Context: an optimization exercise on an open-source flow, tuned for small area and a short achievable clock period. The choices shown serve that exercise and are no tape-out recipe.
RTL that was checked went through simulation tests only; none was proved equivalent to the original.
Power figures rest on the tool's default switching activity, not on a simulated workload.

main:
==> flow/design.v <==
module mr_aoi22 (input logic a, b, c, d, output logic y);
  assign y = ~((a & b) | (c & d));
endmodule
module mr_nand4 (input logic a, b, c, d, output logic y);
  assign y = ~(a & b & c & d);
endmodule
module mr_oai21 (input logic a, b, c, output logic y);
  assign y = ~((a | b) & c);
endmodule
module mr_sel8 (input logic [7:0] d, input logic [7:0] s, output logic y);
  logic [3:0] n;
  for (genvar j = 0; j < 4; j++) begin : g_a
    mr_aoi22 u_a (.a(d[2*j]), .b(s[2*j]), .c(d[2*j+1]), .d(s[2*j+1]), .y(n[j]));
  end
  mr_nand4 u_o (.a(n[0]), .b(n[1]), .c(n[2]), .d(n[3]), .y(y));
endmodule
module mem_responder #(
  parameter int ADDR_BITS  = 6,
  parameter int RD_LATENCY = 1
) (
  input  logic                 clock,
  input  logic                 reset,
  input  logic [31:0]          Address,
  input  logic                 Wr,
  input  logic [31:0]          Datain,
  output logic [31:0]          Dataout,
  output logic                 rd_valid,
  output logic                 addr_err,
  input  logic                 ld_en,
  input  logic [ADDR_BITS-1:0] ld_addr,
  input  logic [31:0]          ld_data,
  output logic                 ld_clash
);
  localparam int ROWS = 1 << (ADDR_BITS - 2);
  localparam int RB   = ADDR_BITS - 2;
  localparam int NH   = ROWS / 8;    
  logic [7:0] bank [4][ROWS];
  function automatic logic [4*ROWS-1:0] row_selects(input logic [RB-1:0] row, input logic [1:0] off,
                                                     input logic en);
    for (int b = 0; b < 4; b++) begin
      logic [RB-1:0] rb;
      rb = row + RB'(2'(b) < off);
      for (int r = 0; r < ROWS; r++)
        row_selects[b*ROWS + r] = en & (rb == RB'(r));
    end
  endfunction
  logic [3:0][ROWS-1:0] rd_sel;
  logic [3:0][3:0]      rot_sel;    
  logic [31:0]          rd_word;
  assign rd_sel = row_selects(Address[ADDR_BITS-1:2], Address[1:0], 1'b1);
  always_comb begin
    for (int k = 0; k < 4; k++)
      for (int b = 0; b < 4; b++)
        rot_sel[k][b] = (Address[1:0] == 2'(b - k));
  end
  logic [7:0] part [4][NH];
  for (genvar b = 0; b < 4; b++) begin : g_bank
    for (genvar h = 0; h < NH; h++) begin : g_half
      for (genvar i = 0; i < 8; i++) begin : g_bit
        logic [7:0] d;
        for (genvar r = 0; r < 8; r++) begin : g_row
          assign d[r] = bank[b][8*h+r][i];
        end
        mr_sel8 u_sel (.d(d), .s(rd_sel[b][8*h +: 8]), .y(part[b][h][i]));
      end
    end
  end
  for (genvar k = 0; k < 4; k++) begin : g_lane
    for (genvar i = 0; i < 8; i++) begin : g_bit
      logic [3:0] t;
      for (genvar b = 0; b < 4; b++) begin : g_b
        if (NH == 2) begin : g_two
          mr_oai21 u_t (.a(part[b][0][i]), .b(part[b][1][i]), .c(rot_sel[k][b]), .y(t[b]));
        end else begin : g_any
          logic any;
          always_comb begin
            any = 1'b0;
            for (int h = 0; h < NH; h++) any = any | part[b][h][i];
          end
          assign t[b] = ~(any & rot_sel[k][b]);
        end
      end
      mr_nand4 u_o (.a(t[0]), .b(t[1]), .c(t[2]), .d(t[3]), .y(rd_word[31-8*k-7+i]));
    end
  end
  logic                 ld_go;
  logic                 cpu_go;
  logic [3:0][ROWS-1:0] ld_sel;
  logic [3:0][ROWS-1:0] cpu_sel;
  logic [3:0][ROWS-1:0] wr_sel;
  logic [3:0][7:0]      wr_byte;
  logic [3:0][7:0]      wd_sel;     
  assign ld_go   = reset & ld_en;
  assign cpu_go  = reset & ~ld_en & Wr;
  assign ld_sel  = row_selects(ld_addr[ADDR_BITS-1:2], ld_addr[1:0], ld_go);
  assign cpu_sel = row_selects(Address[ADDR_BITS-1:2], Address[1:0], cpu_go);
  assign wr_sel  = ld_sel | cpu_sel;
  always_comb begin
    for (int b = 0; b < 4; b++)
      for (int k = 0; k < 4; k++) begin
        wd_sel[b][2*k]   = ld_en & (ld_addr[1:0] == 2'(b - k));
        wd_sel[b][2*k+1] = ~ld_en & (Address[1:0] == 2'(b - k));
      end
  end
  for (genvar b = 0; b < 4; b++) begin : g_wd
    for (genvar i = 0; i < 8; i++) begin : g_bit
      logic [7:0] d;
      for (genvar k = 0; k < 4; k++) begin : g_lane
        assign d[2*k]   = ld_data[31-8*k-7+i];
        assign d[2*k+1] = Datain[31-8*k-7+i];
      end
      mr_sel8 u_sel (.d(d), .s(wd_sel[b]), .y(wr_byte[b][i]));
    end
  end
  always_ff @(posedge clock) begin
    for (int b = 0; b < 4; b++)
      for (int r = 0; r < ROWS; r++)
        if (wr_sel[b][r]) bank[b][r] <= wr_byte[b];
  end
  always_ff @(posedge clock or negedge reset) begin
    if (!reset) begin
      Dataout  <= '0;
      addr_err <= 1'b0;
      rd_valid <= 1'b0;
      ld_clash <= 1'b0;
    end else begin
      Dataout  <= rd_word;
      addr_err <= (Address[31:ADDR_BITS] != '0);
      rd_valid <= 1'b1;
      ld_clash <= ld_en & Wr;
    end
  end
endmodule
==> flow/config.mk <==
export PLATFORM = sky130hd
export DESIGN_NAME = mem_responder
export DESIGN_NICKNAME = mem_responder
export VERILOG_FILES = /design/flow/design.v
export SDC_FILE = /design/flow/constraint.sdc
export NUM_CORES = 4
export LEC_CHECK = 0
export ABC_AREA = 1
export CAP_MARGIN = 20
export CELL_PAD_IN_SITES_DETAIL_PLACEMENT = 1
export CELL_PAD_IN_SITES_GLOBAL_PLACEMENT = 2
export CORE_MARGIN = 2
export CORE_UTILIZATION = 30
export CTS_BUF_LIST = sky130_fd_sc_hd__clkbuf_8
export CTS_CLUSTER_DIAMETER = 80
export CTS_CLUSTER_SIZE = 16
export SETUP_SLACK_MARGIN = 2.6
export SLEW_MARGIN = 20
export SYNTH_HIERARCHICAL = 1
export SYNTH_MINIMUM_KEEP_SIZE = 0
==> flow/constraint.sdc <==
create_clock -name core_clock -period 5.0 [get_ports {clock}]
set_input_delay 1.0000 -clock core_clock [delete_from_list [all_inputs] [get_ports {clock}]]
set_output_delay 1.0000 -clock core_clock [all_outputs]
set_load 0.01 [all_outputs]
standard.sh (not shown) runs the stock make flow with config.mk's settings and CLKGATE_MAP_FILE= SYNTH_SCRIPT=/design/flow/synth_recipe.tcl, a recipe that flattens the netlist after the stock synthesis.
==> flow/flow/run.sh <==
#!/bin/bash
# Own layout flow: the standard ORFS flow, with
#  - extra ORFS make variables from flow/make_vars.txt (one NAME=VALUE per line).
# Every tool's output goes to ORFS's own logs (orfs/logs/...) and the make output to flow_make.log.
set -euo pipefail
W=$(pwd)
F=$W/flow
{
  echo "proc abc {args} {"
  echo "  set i [lsearch -exact \$args -script]"
  echo "  if {\$i >= 0} { lset args [expr {\$i + 1}] {$F/abc.script} }"
  echo "  yosys abc {*}\$args"
  echo "}"
  cat "$W/synth_recipe.tcl"
} > "$W/own_synth.tcl"
vars=("SYNTH_SCRIPT=$W/own_synth.tcl")
if [[ -f $F/make_vars.txt ]]; then
  while IFS= read -r line; do
    [[ -z $line || $line == \#* ]] && continue
    vars+=("$line")
  done < "$F/make_vars.txt"
fi
bash "$W/standard.sh" "${vars[@]}" finish > "$W/flow_make.log" 2>&1
==> flow/flow/abc.script <==
strash
dch
map
topo
stime -c
==> flow/flow/make_vars.txt <==
MATCH_CELL_FOOTPRINT=0
BUFFER_PORTS_ARGS=-buffer_cell sky130_fd_sc_hd__buf_2
The following lists how the feature branch was set up differently from main:
--- a/flow/design.v
+++ b/flow/design.v
@@ -37,12 +37,14 @@
   logic [7:0] bank [4][ROWS];
   function automatic logic [4*ROWS-1:0] row_selects(input logic [RB-1:0] row, input logic [1:0] off,
                                                      input logic en);
-    for (int b = 0; b < 4; b++) begin
-      logic [RB-1:0] rb;
-      rb = row + RB'(2'(b) < off);
-      for (int r = 0; r < ROWS; r++)
-        row_selects[b*ROWS + r] = en & (rb == RB'(r));
+    logic [ROWS-1:0] dec;
+    logic [ROWS-1:0] dec_nx;
+    for (int r = 0; r < ROWS; r++) begin
+      dec[r]    = en & (row == RB'(r));
+      dec_nx[r] = en & (row == RB'(r - 1));
     end
+    for (int b = 0; b < 4; b++)
+      row_selects[b*ROWS +: ROWS] = (2'(b) < off) ? dec_nx : dec;
   endfunction
   logic [3:0][ROWS-1:0] rd_sel;
   logic [3:0][3:0]      rot_sel;    
### Flow results
The feature branch | status: complete | timing, DRC, antenna: pass
Looking at startpoint of the most critical setup path, the Address[5] result is from the feature branch; the Address[1] one comes from main.
Higher synthesis-to-layout area growth among main and the feature branch: main
Ratio of final minimum period to clock period in the feature branch is 3.5 points below main.
Per the comparison of the feature branch with main, final cell count shows an increase of 47, total power shows a reduction of 7.1%.
[compare] base=main new=the feature branch: final standard cell area without fillers now sits lower; final period demand of the worst path now sits lower; die area now sits higher.
Re number of placed instances, taps included: main was lower than the feature branch.
Going from main to the feature branch, number of buffers added for setup after CTS lost about 35%; via count shows an increase of about 6.6%; initial antenna violation count increased by 1 relative to the old numbers.
Diff main -> the feature branch | detailed placer's ending HPWL | increase of about 7%
| worst-margin pin slew | the feature branch vs main | 0.13 ns higher |
The RTL of main was laid out without a check of its function.


mem_responder, a different RTL version from the one above (not shown whole).
Size in the first run: ~550 flip-flops, about 140 I/O pins, about 26,000 µm² of cells after synthesis.
==> module mem_responder, before the edit <==
module mem_responder #(
  parameter int ADDR_BITS  = 6,
  parameter int RD_LATENCY = 1
) (
  input  logic                 clock,
  input  logic                 reset,
  input  logic [31:0]          Address,
  input  logic                 Wr,
  input  logic [31:0]          Datain,
  output logic [31:0]          Dataout,
  output logic                 rd_valid,
  output logic                 addr_err,
  input  logic                 ld_en,
  input  logic [ADDR_BITS-1:0] ld_addr,
  input  logic [31:0]          ld_data,
  output logic                 ld_clash
);
  localparam int ROWS = 1 << (ADDR_BITS - 2);
  localparam int RB   = ADDR_BITS - 2;
  logic [7:0] bank [4][ROWS];
  function automatic logic [4*ROWS-1:0] row_selects(input logic [RB-1:0] row, input logic [1:0] off);
    logic [ROWS-1:0] dec;
    logic [ROWS-1:0] dec_nx;
    for (int r = 0; r < ROWS; r++) begin
      dec[r]    = (row == RB'(r));
      dec_nx[r] = (row == RB'(r - 1));
    end
    for (int b = 0; b < 4; b++)
      row_selects[b*ROWS +: ROWS] = (2'(b) < off) ? dec_nx : dec;
  endfunction
  logic [3:0][ROWS-1:0] rd_sel;
  logic [3:0][7:0]      bank_rd;
  logic [31:0]          rd_word;
  assign rd_sel = row_selects(Address[ADDR_BITS-1:2], Address[1:0]);
  always_comb begin
    for (int b = 0; b < 4; b++) begin
      bank_rd[b] = '0;
      for (int r = 0; r < ROWS; r++)
        bank_rd[b] = bank_rd[b] | (bank[b][r] & {8{rd_sel[b][r]}});
    end
  end
  always_comb begin
    for (int k = 0; k < 4; k++) begin
      rd_word[31-8*k -: 8] = '0;
      for (int b = 0; b < 4; b++)
        rd_word[31-8*k -: 8] = rd_word[31-8*k -: 8] | (bank_rd[b] & {8{Address[1:0] == 2'(b - k)}});
    end
  end
  logic                 wr_en;
  logic [ADDR_BITS-1:0] wr_base;
  logic [31:0]          wr_word;
  logic [3:0][ROWS-1:0] wr_sel;
  logic [3:0][7:0]      wr_byte;
  assign wr_en   = reset & (ld_en | Wr);
  assign wr_base = ld_en ? ld_addr : Address[ADDR_BITS-1:0];
  assign wr_word = ld_en ? ld_data : Datain;
  assign wr_sel  = row_selects(wr_base[ADDR_BITS-1:2], wr_base[1:0]);
  always_comb begin
    for (int b = 0; b < 4; b++) begin
      wr_byte[b] = '0;
      for (int k = 0; k < 4; k++)
        wr_byte[b] = wr_byte[b] | (wr_word[31-8*k -: 8] & {8{wr_base[1:0] == 2'(b - k)}});
    end
  end
  always_ff @(posedge clock) begin
    for (int b = 0; b < 4; b++)
      for (int r = 0; r < ROWS; r++)
        if (wr_en && wr_sel[b][r]) bank[b][r] <= wr_byte[b];
  end
  always_ff @(posedge clock or negedge reset) begin
    if (!reset) begin
      Dataout  <= '0;
      addr_err <= 1'b0;
      rd_valid <= 1'b0;
      ld_clash <= 1'b0;
    end else begin
      Dataout  <= rd_word;
      addr_err <= (Address[31:ADDR_BITS] != '0);
      rd_valid <= 1'b1;
      ld_clash <= ld_en & Wr;
    end
  end
endmodule
make LEC_CHECK=0 CAP_MARGIN=20 CELL_PAD_IN_SITES_DETAIL_PLACEMENT=1 CELL_PAD_IN_SITES_GLOBAL_PLACEMENT=2 CORE_MARGIN=2 CORE_UTILIZATION=30 SETUP_SLACK_MARGIN=2.8 SLEW_MARGIN=20 finish   # period 5.0 ns
run.sh (not shown) runs the stock make flow with config.mk's settings and CLKGATE_MAP_FILE= SYNTH_SCRIPT=/design/flow/synth_recipe.tcl, a recipe that flattens the netlist after the stock synthesis.
Stock flow here: none of the scripts above is used.
Edit:
==> flow/design.v (replaced) <==
module mem_responder #(
  parameter int ADDR_BITS  = 6,
  parameter int RD_LATENCY = 1
) (
  input  logic                 clock,
  input  logic                 reset,
  input  logic [31:0]          Address,
  input  logic                 Wr,
  input  logic [31:0]          Datain,
  output logic [31:0]          Dataout,
  output logic                 rd_valid,
  output logic                 addr_err,
  input  logic                 ld_en,
  input  logic [ADDR_BITS-1:0] ld_addr,
  input  logic [31:0]          ld_data,
  output logic                 ld_clash
);
  localparam int ROWS = 1 << (ADDR_BITS - 2);
  logic [7:0] bank [4][ROWS];
  logic [ADDR_BITS-3:0] rd_row;
  logic [1:0]           rd_off;
  logic [ROWS-1:0]      rd_dec;
  logic [7:0]           bank_rd [4];
  logic [31:0]          rd_word;
  assign rd_row = Address[ADDR_BITS-1:2];
  assign rd_off = Address[1:0];
  always_comb begin
    rd_dec = '0;
    rd_dec[rd_row] = 1'b1;
  end
  always_comb begin
    for (int b = 0; b < 4; b++) begin
      logic            nxt;
      logic [ROWS-1:0] sel;
      nxt = (2'(b) < rd_off);
      sel = nxt ? {rd_dec[ROWS-2:0], rd_dec[ROWS-1]} : rd_dec;
      bank_rd[b] = '0;
      for (int r = 0; r < ROWS; r++)
        bank_rd[b] = bank_rd[b] | (bank[b][r] & {8{sel[r]}});
    end
  end
  always_comb begin
    for (int k = 0; k < 4; k++)
      rd_word[31-8*k -: 8] = bank_rd[2'(rd_off + 2'(k))];
  end
  logic                 wr_en;
  logic [ADDR_BITS-1:0] wr_base;
  logic [31:0]          wr_word;
  logic [ADDR_BITS-3:0] wr_row;
  logic [1:0]           wr_off;
  logic [ROWS-1:0]      wr_dec;
  logic [ROWS-1:0]      wr_sel [4];
  logic [7:0]           wr_byte [4];
  assign wr_en   = reset & (ld_en | Wr);
  assign wr_base = ld_en ? ld_addr : Address[ADDR_BITS-1:0];
  assign wr_word = ld_en ? ld_data : Datain;
  assign wr_row  = wr_base[ADDR_BITS-1:2];
  assign wr_off  = wr_base[1:0];
  always_comb begin
    wr_dec = '0;
    wr_dec[wr_row] = wr_en;
  end
  always_comb begin
    for (int b = 0; b < 4; b++) begin
      wr_sel[b]  = (2'(b) < wr_off) ? {wr_dec[ROWS-2:0], wr_dec[ROWS-1]} : wr_dec;
      wr_byte[b] = wr_word[31-8*(2'(2'(b) - wr_off)) -: 8];
    end
  end
  always_ff @(posedge clock) begin
    for (int b = 0; b < 4; b++)
      for (int r = 0; r < ROWS; r++)
        if (wr_sel[b][r]) bank[b][r] <= wr_byte[b];
  end
  always_ff @(posedge clock or negedge reset) begin
    if (!reset) begin
      Dataout  <= '0;
      addr_err <= 1'b0;
      rd_valid <= 1'b0;
      ld_clash <= 1'b0;
    end else begin
      Dataout  <= rd_word;
      addr_err <= (Address[31:ADDR_BITS] != '0);
      rd_valid <= 1'b1;
      ld_clash <= ld_en & Wr;
    end
  end
endmodule
After rerunning: Die area decreases by about 1.5%; setup slack loses 0.86 ns; clock skew decreases by 0.0098 ns; clock-buffer cell count climbs by 1; global-route usage falls by 0.56 points; via count increases by 3.5%; design area drops by about 2%; hold slack gets worse by 0.0030 ns.

-- static timing again, ports no longer ideal --
In the flow no input, the clock included, has a driving cell. The finished layouts below were timed again as built, in two steps.
Step 1, drivers: a clkbuf_16 drives clock and a buf_2 each remaining input, both assumed.
Step 2 times the ports against the registers' clock, not the clock port: input delays grow and output delays shrink by t, the midpoint of the rising clock arrivals with the driver on.
a / b / c = ideal / step 1 / step 2; a / b = the first two.
| run | t, ns | setup slack, ns | latest minus earliest clock arrival (ns) | cell pins on the clock port's net |
|---|---|---|---|---|
| main | 0.712 | 2.402 / 2.398 / 1.687 | 0.022 / 0.023 | 1 |
| the feature branch | 0.699 | 2.575 / 2.564 / 1.865 | 0.042 / 0.042 | 1 |
| the first run of note 2 | 0.691 | 2.406 / 2.070 / 1.379 | 0.030 / 0.031 | 1 |
| the second run of note 2 | 0.688 | 1.551 / 1.583 / 0.896 | 0.019 / 0.019 | 1 |
After both steps setup and hold are still met in every run listed. For the first run of note 2, which loses most, drivers alone change the setup slack by -0.336 ns; drivers and shift together by -1.027 ns.
